This design comes from an exercise in tuning for a short achievable clock period and few clock cycles on the open sky130 flow, not from production work.
Function was checked by simulation only, so behaviour that the tests miss may differ from the original.
The flow treats the clock pin as an ideal source, which a real chip does not have.
Power is estimated from default activity; no workload was simulated.

Design lc3b_cache, start of the top module:
module lc3b_cache (
	input wire logic clk,
	input wire logic rst_n,
	input wire logic mem_read,
	input wire logic mem_write,
	input logic [16-1:0] mem_address,
	input logic [16-1:0] mem_wdata,
	input logic [1:0] mem_byte_enable,
	output logic [16-1:0] mem_rdata,
	output logic mem_resp,
	output logic pmem_read,
	output logic pmem_write,
	output logic [9+3-1:0] pmem_address,
	output logic [128-1:0] pmem_wdata,
	input logic [128-1:0] pmem_rdata,
	input wire logic pmem_resp
	);
Size: about 5000 cells after synthesis, ~1300 flip-flops, ~330 I/O pins, ~75000 um2 of cells after synthesis.
export LEC_CHECK = 0
export CAP_MARGIN = 20
export CORE_MARGIN = 2
export CORE_UTILIZATION = 50
export SETUP_SLACK_MARGIN = 4.4
export SLEW_MARGIN = 80
export SYNTH_HIERARCHICAL = 1
create_clock -name core_clock -period 7.0 [get_ports {clk}]
standard.sh (not shown) runs the stock make flow with config.mk's settings and CLKGATE_MAP_FILE= SYNTH_SCRIPT=/design/flow/synth_recipe.tcl, a recipe that flattens the netlist after the stock synthesis.
==> flow/flow/run.sh <==
#!/bin/bash
# Own layout flow: the standard ORFS flow (the standard.sh, with its
# synthesis unchanged), with
# - the port buffers made as buf_8 cells instead of the small delay buffers
#   buffer_ports picks by default,
# - the resizer free to change a cell's footprint,
# - a fanout limit set before each repair step (flow/max_fanout.tcl).
# Each step's full log is kept by ORFS under orfs/logs/; make's own output
# goes to make_finish.log here.
set -euo pipefail
W=$(pwd)
MF="$W/flow/max_fanout.tcl"
bash "$W/standard.sh" \
	MATCH_CELL_FOOTPRINT=0 \
	"BUFFER_PORTS_ARGS=-buffer_cell sky130_fd_sc_hd__buf_8" \
	PRE_RESIZE_TCL="$MF" \
	PRE_CTS_TCL="$MF" \
	PRE_GLOBAL_ROUTE_TCL="$MF" \
	finish > "$W/make_finish.log" 2>&1
==> flow/flow/max_fanout.tcl <==
# Limit the fanout the resizer leaves on any net, so that high-fanout nets
# (the address bits and their decoded selects) get balanced buffer trees
# instead of chains of slew-repair buffers.
set_max_fanout 16 [current_design]
Testbench counts at the start, summed over its fixed seeds: cycles 70,052.
Edit:
CORE_UTILIZATION = 60   (was 50)
SETUP_SLACK_MARGIN = 4.25   (was 4.4)
The changed run produced a clean layout.
Power shrinks by 2.0%.
Count of clock-buffer cells in the layout shrinks by 29.
Cell area shrinks by 2.5%.
Wire length shrinks by 2.4%.
Setup slack degrades by 0.10 ns.
Area after synthesis stays the same.
Clock power shrinks by 3.8%.
Die area shrinks by 17%.
Via count grows by 3.4%.
Sequential share of layout area grows by 0.72 points.
Edit:
CAP_MARGIN = 40   (was 20)
SETUP_SLACK_MARGIN = 4.4   (was 4.25)
SLEW_MARGIN = 90   (was 80)
=>
- The changed run died in detailed placement (3_5_place_dp) with DPL-0038
- synthesized area is unchanged
- synthesized cell count stays the same
Edit:
CAP_MARGIN = 20   (was 40)
SLEW_MARGIN = 60   (was 90)
Outcome:
- The changed run finished with timing, DRC and antenna clean
- synthesized cell count does not change
- area after synthesis does not change

---

== old ==
lc3b_cache again, from the RTL that the note above started with.
==> flow/config.mk <==
export PLATFORM = sky130hd
export DESIGN_NAME = lc3b_cache
export DESIGN_NICKNAME = lc3b_cache
export VERILOG_FILES = /design/flow/design.v
export SDC_FILE = /design/flow/constraint.sdc
export NUM_CORES = 4
export LEC_CHECK = 0
export CAP_MARGIN = 20
export CORE_MARGIN = 2
export CORE_UTILIZATION = 55
export SETUP_SLACK_MARGIN = 4.4
export SLEW_MARGIN = 80
export SYNTH_HIERARCHICAL = 1
==> flow/constraint.sdc <==
create_clock -name core_clock -period 7.0 [get_ports {clk}]
set_input_delay 1.4000 -clock core_clock [delete_from_list [all_inputs] [get_ports {clk}]]
set_output_delay 1.4000 -clock core_clock [all_outputs]
set_load 0.01 [all_outputs]
Scripts as last shown in full above: flow/flow/run.sh, flow/flow/max_fanout.tcl
Testbench counts of old, summed over its fixed seeds: cycles 70,052.
#### Input delta (new over old)
Settings: SETUP_SLACK_MARGIN now 4.6, was 4.4; PLACE_DENSITY now 0.75, previously not set; CORE_UTILIZATION now 50, was 55.
[summary]
Of new and old, it is new that has the lower detailed placement HPWL. new: fraction of met3 tracks used by global routing 1.4 points below old. new did not stop at any stage, and its layout met the timing, DRC and antenna checks. Delta (new minus old): die height rose about 5%; final instance area rose 4.2%.

-- separate check: timing with driven ports --
How much do the figures lean on ideal ports? The routed layouts below were timed once more, with nothing changed but the port constraints. Step 1: set_driving_cell puts a clkbuf_16 on clk and a buf_2 on each other input, an assumption about the parent block. Step 2, shift: input delay + t, output delay - t, t = (earliest + latest rising clock arrival at the registers) / 2. This alone moves slack from input paths to output paths. Slacks: ideal ports / drivers / drivers and shift; pairs: ideal ports / drivers.
run | t (ns) | setup slack, ns | clock arrival spread, ns | worst slew at a driven data input, ns
the first run of note 1 | 0.875 | 4.181 / 4.162 / 3.327 | 0.025 / 0.025 | 0.23
the second run of note 1 | 0.895 | 4.078 / 4.122 / 3.227 | 0.035 / 0.036 | 0.20
the fourth run of note 1 | 0.879 | 3.928 / 3.956 / 3.076 | 0.027 / 0.027 | 0.21
old | 0.883 | 4.230 / 4.156 / 3.367 | 0.029 / 0.029 | 0.23
new | 0.939 | 3.963 / 4.001 / 3.063 | 0.057 / 0.057 | 0.24
After both steps setup and hold are still met in every run listed. For new, which loses most, drivers alone change the setup slack by +0.038 ns; drivers and shift together by -0.900 ns.
